What follows belongs to an exercise in optimizing a design on an open flow for small area, a short achievable clock period and few clock cycles per item; a production flow would make more cautious choices. Function was checked by simulation only, so behaviour that the tests miss may differ from the original. Power and IR drop assume default switching activity.

### flow/run.sh
#!/bin/bash
# synth_recipe.tcl (not shown) runs the flow's synth.tcl, then flattens the netlist and writes it again
# the make line also repeats each setting of config.mk as NAME=value (left out here)
make -C /OpenROAD-flow-scripts/flow DESIGN_CONFIG=/design/flow/config.mk WORK_HOME=/design/flow/orfs CLKGATE_MAP_FILE= SYNTH_SCRIPT=/design/flow/synth_recipe.tcl finish
### flow/config.mk
export PLATFORM = sky130hd
export DESIGN_NAME = icmp4_to_icmp6_header_translate
export DESIGN_NICKNAME = icmp4_to_icmp6_header_translate
export VERILOG_FILES = /design/flow/design.v
export SDC_FILE = /design/flow/constraint.sdc
export NUM_CORES = 4
export LEC_CHECK = 0
export CAP_MARGIN = 20
export CORE_MARGIN = 2
export CORE_UTILIZATION = 40
export SLEW_MARGIN = 20
### flow/constraint.sdc
create_clock -name core_clock -period 5.5 [get_ports {clk_i}]
set_input_delay 1.1000 -clock core_clock [delete_from_list [all_inputs] [get_ports {clk_i}]]
set_output_delay 1.1000 -clock core_clock [all_outputs]
set_load 0.01 [all_outputs]
### flow/design.v
`timescale 1ns / 1ps
package i46_pkg;
  localparam int PLATEAU_SLOTS_DEF = 12;
  localparam int SLOT_W            = 16;
  localparam int CNT_W             = 4;
  localparam int CFG_IDX_W         = 3;
  localparam int CFG_DATA_W        = 64;
  localparam logic [CFG_IDX_W-1:0] CFG_PLATEAU_A = 3'd0;
  localparam logic [CFG_IDX_W-1:0] CFG_PLATEAU_B = 3'd1;
  localparam logic [CFG_IDX_W-1:0] CFG_PLATEAU_C = 3'd2;
  localparam logic [CFG_IDX_W-1:0] CFG_PLATEAU_N = 3'd3;
  localparam logic [CFG_IDX_W-1:0] CFG_RAISE_MIN = 3'd4;
  localparam logic [7:0] ICMP4_ECHO_REPLY    = 8'd0;
  localparam logic [7:0] ICMP4_DEST_UNREACH  = 8'd3;
  localparam logic [7:0] ICMP4_ECHO_REQUEST  = 8'd8;
  localparam logic [7:0] ICMP4_TIME_EXCEEDED = 8'd11;
  localparam logic [7:0] ICMP4_PARAM_PROBLEM = 8'd12;
  localparam logic [7:0] UNR_NET          = 8'd0;
  localparam logic [7:0] UNR_HOST         = 8'd1;
  localparam logic [7:0] UNR_PROTOCOL     = 8'd2;
  localparam logic [7:0] UNR_PORT         = 8'd3;
  localparam logic [7:0] UNR_FRAG_NEEDED  = 8'd4;
  localparam logic [7:0] UNR_SRC_ROUTE    = 8'd5;
  localparam logic [7:0] UNR_NET_UNKNOWN  = 8'd6;
  localparam logic [7:0] UNR_HOST_UNKNOWN = 8'd7;
  localparam logic [7:0] UNR_ISOLATED     = 8'd8;
  localparam logic [7:0] UNR_NET_PROHIB   = 8'd9;
  localparam logic [7:0] UNR_HOST_PROHIB  = 8'd10;
  localparam logic [7:0] UNR_NET_TOS      = 8'd11;
  localparam logic [7:0] UNR_HOST_TOS     = 8'd12;
  localparam logic [7:0] UNR_ADMIN_PROHIB = 8'd13;
  localparam logic [7:0] UNR_PREC_CUTOFF  = 8'd15;
  localparam logic [7:0] PP4_POINTER    = 8'd0;
  localparam logic [7:0] PP4_BAD_LENGTH = 8'd2;
  localparam logic [7:0] ICMP6_DEST_UNREACH  = 8'd1;
  localparam logic [7:0] ICMP6_PKT_TOO_BIG   = 8'd2;
  localparam logic [7:0] ICMP6_TIME_EXCEEDED = 8'd3;
  localparam logic [7:0] ICMP6_PARAM_PROBLEM = 8'd4;
  localparam logic [7:0] ICMP6_ECHO_REQUEST  = 8'd128;
  localparam logic [7:0] ICMP6_ECHO_REPLY    = 8'd129;
  localparam logic [7:0] DU6_NO_ROUTE     = 8'd0;
  localparam logic [7:0] DU6_ADMIN_PROHIB = 8'd1;
  localparam logic [7:0] DU6_PORT         = 8'd4;
  localparam logic [7:0] PP6_HDR_FIELD    = 8'd0;
  localparam logic [7:0] PP6_NEXT_HDR     = 8'd1;
  localparam logic [7:0] PTR6_NEXT_HDR    = 8'd6;
  localparam logic [7:0]        PTR_NONE     = 8'd255;
  localparam logic [SLOT_W:0]   IPV4_HDR_LEN = 17'd20;
  localparam logic [SLOT_W-1:0] MIN_MTU6     = 16'd1280;
  typedef struct packed {
    logic        drop;
    logic        is_err;
    logic [7:0]  t6;
    logic [7:0]  c6;
    logic [31:0] r6;
    logic        is_mtu;
    logic [SLOT_W-1:0] pkt;
    logic [SLOT_W-1:0] m6;
    logic [SLOT_W-1:0] m4;
  } i46_s1_t;
  typedef struct packed {
    logic        drop;
    logic        is_err;
    logic [7:0]  t6;
    logic [7:0]  c6;
    logic [31:0] r6;
    logic        is_mtu;
    logic [SLOT_W-1:0] mtu;
  } i46_s2_t;
  typedef struct packed {
    logic        verdict;
    logic        is_error_message;
    logic [7:0]  msg6_type;
    logic [7:0]  msg6_code;
    logic [31:0] icmp6_rest;
  } i46_s3_t;
endpackage
`timescale 1ns / 1ps
import i46_pkg::*;
module i46_plateau_search
#(
  parameter int PLATEAU_SLOTS = i46_pkg::PLATEAU_SLOTS_DEF
) (
  input  logic [PLATEAU_SLOTS*i46_pkg::SLOT_W-1:0] slots_i,
  input  logic [i46_pkg::CNT_W-1:0]  count_i,
  input  logic [i46_pkg::SLOT_W-1:0] tot_len_i,
  output logic [i46_pkg::SLOT_W-1:0] value_o
);
  logic [CNT_W-1:0]         cnt_eff;
  logic [PLATEAU_SLOTS-1:0] hit;
  assign cnt_eff = (count_i > CNT_W'(PLATEAU_SLOTS)) ? CNT_W'(PLATEAU_SLOTS) : count_i;
  always_comb begin
    for (int i = 0; i < PLATEAU_SLOTS; i++) begin
      hit[i] = (CNT_W'(i) < cnt_eff) && (slots_i[SLOT_W*i +: SLOT_W] < tot_len_i);
    end
  end
  always_comb begin
    value_o = '0;
    for (int i = PLATEAU_SLOTS - 1; i >= 0; i--) begin
      if (hit[i]) begin
        value_o = slots_i[SLOT_W*i +: SLOT_W];
      end
    end
  end
endmodule
`timescale 1ns / 1ps
import i46_pkg::*;
module icmp4_to_icmp6_header_translate
#(
  parameter int PLATEAU_SLOTS = i46_pkg::PLATEAU_SLOTS_DEF
) (
  input  logic                  clk_i,
  input  logic                  rst_ni,
  input  logic                  cfg_we_i,
  input  logic [i46_pkg::CFG_IDX_W-1:0]  cfg_idx_i,
  input  logic [i46_pkg::CFG_DATA_W-1:0] cfg_data_i,
  input  logic                  in_valid_i,
  output logic                  in_ready_o,
  input  logic [7:0]            in_icmp4_type_i,
  input  logic [7:0]            in_icmp4_code_i,
  input  logic [31:0]           in_icmp4_rest_i,
  input  logic [15:0]           in_echo_identifier_i,
  input  logic [15:0]           in_inner_total_length_i,
  input  logic [15:0]           in_out_link_mtu_i,
  input  logic [15:0]           in_in_link_mtu_i,
  output logic                  out_valid_o,
  input  logic                  out_ready_i,
  output logic                  out_verdict_o,
  output logic                  out_is_error_message_o,
  output logic [7:0]            out_msg6_type_o,
  output logic [7:0]            out_msg6_code_o,
  output logic [31:0]           out_icmp6_rest_o
);
  logic [PLATEAU_SLOTS*SLOT_W-1:0] plateau_q;
  logic [CNT_W-1:0]  count_q;
  logic              raise_q;
  for (genvar s = 0; s < PLATEAU_SLOTS; s++) begin : g_slot
    localparam int G = s / 4;
    localparam int L = s % 4;
    localparam logic [CFG_IDX_W-1:0] GIDX =
      (G == 0) ? CFG_PLATEAU_A : (G == 1) ? CFG_PLATEAU_B : CFG_PLATEAU_C;
    always_ff @(posedge clk_i or negedge rst_ni) begin
      if (!rst_ni) begin
        plateau_q[SLOT_W*s +: SLOT_W] <= '0;
      end else if (cfg_we_i && (cfg_idx_i == GIDX)) begin
        plateau_q[SLOT_W*s +: SLOT_W] <= cfg_data_i[SLOT_W*L +: SLOT_W];
      end
    end
  end
  always_ff @(posedge clk_i or negedge rst_ni) begin
    if (!rst_ni) begin
      count_q <= '0;
      raise_q <= 1'b1;
    end else if (cfg_we_i) begin
      if (cfg_idx_i == CFG_PLATEAU_N) begin
        count_q <= cfg_data_i[CNT_W-1:0];
      end
      if (cfg_idx_i == CFG_RAISE_MIN) begin
        raise_q <= cfg_data_i[0];
      end
    end
  end
  logic v1_q, v2_q, v3_q;
  logic rdy1, rdy2, rdy3;
  logic in_fire;
  assign rdy3       = !v3_q || out_ready_i;
  assign rdy2       = !v2_q || rdy3;
  assign rdy1       = !v1_q || rdy2;
  assign in_ready_o = rdy1;
  assign in_fire    = in_valid_i && rdy1;
  always_ff @(posedge clk_i or negedge rst_ni) begin
    if (!rst_ni) begin
      v1_q <= 1'b0;
      v2_q <= 1'b0;
      v3_q <= 1'b0;
    end else begin
      if (rdy1) begin
        v1_q <= in_valid_i;
      end
      if (rdy2) begin
        v2_q <= v1_q;
      end
      if (rdy3) begin
        v3_q <= v2_q;
      end
    end
  end
  function automatic logic [7:0] ptr_map(input logic [7:0] p);
    logic [7:0] r;
    case (p)
      8'd0:  r = 8'd0;
      8'd1:  r = 8'd1;
      8'd2:  r = 8'd4;
      8'd3:  r = 8'd4;
      8'd8:  r = 8'd7;
      8'd9:  r = 8'd6;
      8'd12: r = 8'd8;
      8'd13: r = 8'd8;
      8'd14: r = 8'd8;
      8'd15: r = 8'd8;
      8'd16: r = 8'd24;
      8'd17: r = 8'd24;
      8'd18: r = 8'd24;
      8'd19: r = 8'd24;
      default: r = PTR_NONE;
    endcase
    ptr_map = r;
  endfunction
  i46_pkg::i46_s1_t           s1_d, s1_q;
  logic [SLOT_W-1:0] plat_val;
  logic [SLOT_W-1:0] reported;
  logic [7:0]        ptr6;
  logic              drop;
  assign reported = in_icmp4_rest_i[SLOT_W-1:0];
  assign ptr6     = ptr_map(in_icmp4_rest_i[31:24]);
  i46_plateau_search #(
    .PLATEAU_SLOTS (PLATEAU_SLOTS)
  ) u_search (
    .slots_i   (plateau_q),
    .count_i   (count_q),
    .tot_len_i (in_inner_total_length_i),
    .value_o   (plat_val)
  );
  always_comb begin
    s1_d     = '0;
    drop     = 1'b0;
    s1_d.pkt = (reported == '0) ? plat_val : reported;
    s1_d.m6  = in_out_link_mtu_i;
    s1_d.m4  = in_in_link_mtu_i;
    case (in_icmp4_type_i)
      ICMP4_ECHO_REQUEST: begin
        s1_d.t6 = ICMP6_ECHO_REQUEST;
        s1_d.r6 = {in_echo_identifier_i, in_icmp4_rest_i[15:0]};
      end
      ICMP4_ECHO_REPLY: begin
        s1_d.t6 = ICMP6_ECHO_REPLY;
        s1_d.r6 = {in_echo_identifier_i, in_icmp4_rest_i[15:0]};
      end
      ICMP4_DEST_UNREACH: begin
        s1_d.is_err = 1'b1;
        s1_d.t6     = ICMP6_DEST_UNREACH;
        case (in_icmp4_code_i)
          UNR_NET, UNR_HOST, UNR_SRC_ROUTE, UNR_NET_UNKNOWN, UNR_HOST_UNKNOWN,
          UNR_ISOLATED, UNR_NET_TOS, UNR_HOST_TOS: begin
            s1_d.c6 = DU6_NO_ROUTE;
          end
          UNR_PROTOCOL: begin
            s1_d.t6 = ICMP6_PARAM_PROBLEM;
            s1_d.c6 = PP6_NEXT_HDR;
            s1_d.r6 = {24'b0, PTR6_NEXT_HDR};
          end
          UNR_PORT: begin
            s1_d.c6 = DU6_PORT;
          end
          UNR_FRAG_NEEDED: begin
            s1_d.t6     = ICMP6_PKT_TOO_BIG;
            s1_d.is_mtu = 1'b1;
          end
          UNR_NET_PROHIB, UNR_HOST_PROHIB, UNR_ADMIN_PROHIB, UNR_PREC_CUTOFF: begin
            s1_d.c6 = DU6_ADMIN_PROHIB;
          end
          default: begin
            drop = 1'b1;
          end
        endcase
      end
      ICMP4_TIME_EXCEEDED: begin
        s1_d.is_err = 1'b1;
        s1_d.t6     = ICMP6_TIME_EXCEEDED;
        s1_d.c6     = in_icmp4_code_i;
      end
      ICMP4_PARAM_PROBLEM: begin
        s1_d.is_err = 1'b1;
        s1_d.t6     = ICMP6_PARAM_PROBLEM;
        if ((in_icmp4_code_i == PP4_POINTER || in_icmp4_code_i == PP4_BAD_LENGTH)
            && (ptr6 != PTR_NONE)) begin
          s1_d.c6 = PP6_HDR_FIELD;
          s1_d.r6 = {24'b0, ptr6};
        end else begin
          drop = 1'b1;
        end
      end
      default: begin
        drop = 1'b1;
      end
    endcase
    if (drop) begin
      s1_d      = '0;
      s1_d.drop = 1'b1;
    end
  end
  always_ff @(posedge clk_i) begin
    if (in_fire) begin
      s1_q <= s1_d;
    end
  end
  i46_pkg::i46_s2_t         s2_d, s2_q;
  logic [SLOT_W:0] pkt_sum, m4_sum, m6_ext, min_a, min_b;
  assign pkt_sum = {1'b0, s1_q.pkt} + IPV4_HDR_LEN;
  assign m4_sum  = {1'b0, s1_q.m4} + IPV4_HDR_LEN;
  assign m6_ext  = {1'b0, s1_q.m6};
  assign min_a   = (pkt_sum < m6_ext) ? pkt_sum : m6_ext;
  assign min_b   = (m4_sum < min_a) ? m4_sum : min_a;
  always_comb begin
    s2_d.drop   = s1_q.drop;
    s2_d.is_err = s1_q.is_err;
    s2_d.t6     = s1_q.t6;
    s2_d.c6     = s1_q.c6;
    s2_d.r6     = s1_q.r6;
    s2_d.is_mtu = s1_q.is_mtu;
    s2_d.mtu    = min_b[SLOT_W-1:0];
  end
  always_ff @(posedge clk_i) begin
    if (v1_q && rdy2) begin
      s2_q <= s2_d;
    end
  end
  i46_pkg::i46_s3_t           s3_d, s3_q;
  logic [SLOT_W-1:0] mtu_fl;
  assign mtu_fl = (raise_q && (s2_q.mtu < MIN_MTU6)) ? MIN_MTU6 : s2_q.mtu;
  always_comb begin
    s3_d.verdict          = s2_q.drop;
    s3_d.is_error_message = s2_q.is_err;
    s3_d.msg6_type        = s2_q.t6;
    s3_d.msg6_code        = s2_q.c6;
    s3_d.icmp6_rest       = s2_q.is_mtu ? {16'b0, mtu_fl} : s2_q.r6;
  end
  always_ff @(posedge clk_i) begin
    if (v2_q && rdy3) begin
      s3_q <= s3_d;
    end
  end
  assign out_valid_o            = v3_q;
  assign out_verdict_o          = s3_q.verdict;
  assign out_is_error_message_o = s3_q.is_error_message;
  assign out_msg6_type_o        = s3_q.msg6_type;
  assign out_msg6_code_o        = s3_q.msg6_code;
  assign out_icmp6_rest_o       = s3_q.icmp6_rest;
endmodule
==> results.sh <==
export IMPL_outcome="complete, no violations"
export IMPL_crit_fanout=17
export IMPL_crit_type="reg -> reg"
export IMPL_synth_edf_count=204
export IMPL_synthCells=1976
export IMPL_synth_top_family_by_area="compound AO/OA/AOI/OAI gates"
export IMPL_synthMuxAreaShare=0.101
export IMPL_min_to="s2_q[54]"
export IMPL_yosys_warnings=2
export IMPL_finalCritPeriodShare=0.921
export IMPL_worstPathArrival_ns=5.39
export IMPL_r2r_start="s1_q[34]"
export IMPL_syn_area_sq_um=22800
export IMPL_place_gp_congestion=0.960
export IMPL_vias=16700
export IMPL_cts_tree="built"
export IMPL_async_reset_ff_frac=0.495
export IMPL_p_leak_nw=11.5
export IMPL_cts_resized_gates=0
export IMPL_hold_viol=0
export IMPL_synthDistinctLibCells=79
export IMPL_worst_pin_slew_ns=1.07
export IMPL_grt_pass1_vias=17100
export IMPL_cp_start_kind="flip-flop"
export IMPL_fp_row_count=87
export IMPL_yosys_register_bits=404
export IMPL_r2r_cells=20
export IMPL_postRouteAntennaNets=0
export IMPL_hold_buffers=0
export IMPL_hold_start="s1_q[86]"
export IMPL_drt_wl_total_microns=67700
export IMPL_synth_simple_area_share=0.103
export IMPL_dp_hpwl_microns=51400
export IMPL_n_fill_cell=5114
export IMPL_dieArea_sq_um=58900
export IMPL_power_mw=9.97
export IMPL_hold_path_depth=0
export IMPL_dpl_cell_area_sq_um=26100
export IMPL_placed_cells=2924
export IMPL_antenna_found_initial=1
export IMPL_final_net_count=2618
export IMPL_synth_compound_area_frac=0.142
export IMPL_cts_setup_buffers=0
export IMPL_drv_cap=0
export IMPL_cts_clk_slew_worst_paths_ns=0.07
export IMPL_r2r_slack_ns=0.43
export IMPL_drt_iter0_drc=1119
export IMPL_fmax_mhz=197
export IMPL_grt_max_degree=113
export IMPL_seq_area_frac_synth=0.488
export IMPL_die_h_microns=243
export IMPL_n_antenna_cell=0
export IMPL_fin_skew_ns=0.0316
export IMPL_hp_class="reg -> reg"
export IMPL_drc=0
export IMPL_setup_viol_count_final=0
export IMPL_holdWs_ns=0.417
export IMPL_avgSynthCellArea_sq_um=11.5
export IMPL_cts_sinks=404
export IMPL_die_w_microns=243
export IMPL_slew_violations=0
export IMPL_worstReg2RegEnd="s2_q[6]"
export IMPL_start_util=0.404
export IMPL_rsz0062_at_grt="false"
export IMPL_ys_flop_type="edfxtp_1"
export IMPL_grt_overflow_total=0
export IMPL_cts_max_level=2
export IMPL_io_pins=236
export IMPL_coreArea_sq_um=56400
export IMPL_synthAdderAreaFrac=0.119
export IMPL_fin_cells=3008
export IMPL_clockRootBuffer="clkbuf_16"
export IMPL_required_ns=5.83
export IMPL_area_growth_pct=21.3
export IMPL_max_slew_margin_rel=0.283
export IMPL_fin_area_sq_um=27700
export IMPL_clock_tree_buffer_depth=3
export IMPL_clock_latency_ns=0.61
export IMPL_synth_xor_area_share=0.00960
export IMPL_ir_drop_mv=0.229
export IMPL_worst_setup_path_end_kind="flip-flop"
export IMPL_drive_gt1_frac=0.153
export IMPL_wl_per_cell_microns=22.5
export IMPL_viasPerCell=5.56
export IMPL_numPortBuffers=223
export IMPL_track_usage=0.227
export IMPL_drt_pre_antenna_iters=5
export IMPL_cts_made_buffers=47
export IMPL_mostFrequentLayoutCell="clkdlybuf4s50_1"
export IMPL_min_period_ns=5.07
export IMPL_final_cell_mix="clkdlybuf4s50_1 (222), ha_1 (217), edfxtp_1 (204)"
export IMPL_grt_first_pass_wirelength_microns=103000
export IMPL_p_per_area_nw_per_um2=360
export IMPL_tns_ns=0
## metal layers
| layer | vias to the layer above | part of all wire | global-route usage |
|---|---|---|---|
| met1 | 8302 | 0.45 | 0.311 |
| met5 | - | 0 | 0 |
| li1 | 7865 | - | - |
| met2 | 453 | 0.47 | 0.372 |
| met3 | 103 | 0.051 | 0.0287 |
| met4 | 0 | 0.034 | 0.0801 |
## sequential cells by signal, summed over array words and instances (netlist names)
| name | count |
|---|---|
| plateau_q | 192 |
| s1_q | 95 |
| s2_q | 63 |
| s3_q | 46 |
| count_q | 4 |
| raise_q | 1 |
| v1_q | 1 |
| v2_q | 1 |
| v3_q | 1 |
## cell families after synthesis
group / after synthesis
other cells: 2
fa+ha+maj: 217
buf+inv: 207
simple gates: 460
xor+xnor: 25
flops: 404
mux: 208
compound gates: 453
## Yosys cell counts (all sizes together) (51+ instances only)
cell      n  area share
ha      217        0.12
edfxtp  204        0.27
dfrtp   199        0.22
mux2    170       0.084
a21oi    63       0.014
nor2     98       0.016
o21ai   100       0.022
and2     64       0.018
clkbuf   74       0.012
nand2   102       0.017
inv     117       0.020
a21o     51       0.017
## area by class of cell
| type | count | area (sq um) | share of cell area |
|---|---|---|---|
| sequential | 404 | 11100 | 0.402 |
| multi-input combinational | 1368 | 10900 | 0.394 |
| timing repair buffer | 279 | 2680 | 0.0969 |
| clock buffer | 59 | 1280 | 0.0464 |
| tap | 756 | 946 | 0.0342 |
| inverter | 117 | 447 | 0.0161 |
| clock inverter | 25 | 287 | 0.0104 |
## per-stage QoR
step	util	worst slack (ns)
floorplan	-	0.801
global placement	0.463	0.544
detailed placement	0.463	0.441
CTS	0.491	0.421
global route	0.491	0.0456
finish	0.491	0.434
## critical path, stage by stage, from the launching register on
cell	delay, ns
edfxtp_1	0.49
a21oi_1	0.25
nor2_1	0.10
and3_1	0.22
and3_1	0.22
xor2_1	0.16
ha_1	0.31
a21o_1	0.19
a211oi_1	0.22
a21oi_1	0.09
a211o_1	0.44
o21ai_0	0.36
ha_1	0.31
a21oi_1	0.15
nor4_1	0.06
a2111oi_0	0.32
o21ai_0	0.20
o221ai_1	0.22
nand3b_1	0.12
buf_4	0.20
mux2i_1	0.13
## how the worst max path moves through the flow
stage                     startpoint  endpoint  slack [ns]
after global placement      s1_q[34]   s2_q[3]        0.54
after CTS                   s1_q[34]  s2_q[15]        0.42
after detailed placement    s1_q[34]   s2_q[3]        0.44
after global routing        s1_q[34]   s2_q[4]        0.05
after floorplan             s1_q[34]   s2_q[7]        0.80
final                       s1_q[34]   s2_q[6]        0.43
## power by group
part	switching [mW]	internal [mW]
combinational	1.55	1.19
clock	1.33	1.86
sequential	0.372	3.67
total	3.25	6.72
Testbench counts, summed over its fixed seeds: cycles 8,448, items 8,192.

==> port drivers added, routing unchanged <==
Ports are ideal in the flow. The routed layout listed here was re-timed in OpenROAD.
Step 1 assumes that a clkbuf_16 drives the clock port and a buf_2 every other input.
Step 2 also shifts input and output timing later by t, the mid clock arrival at the registers, as if the neighbouring blocks saw the same clock.
a / b / c = no drivers / after step 1 / after step 2; a / b = the first two.
t (ns): 0.652
setup WS [ns]: 0.434 / 0.434 / 0.434
worst register clock-pin slew, ns: 0.07 / 0.07
After both steps setup and hold are still met in this run. The setup slack of this run moves by 0.000 ns with the drivers and by 0.000 ns with both steps.
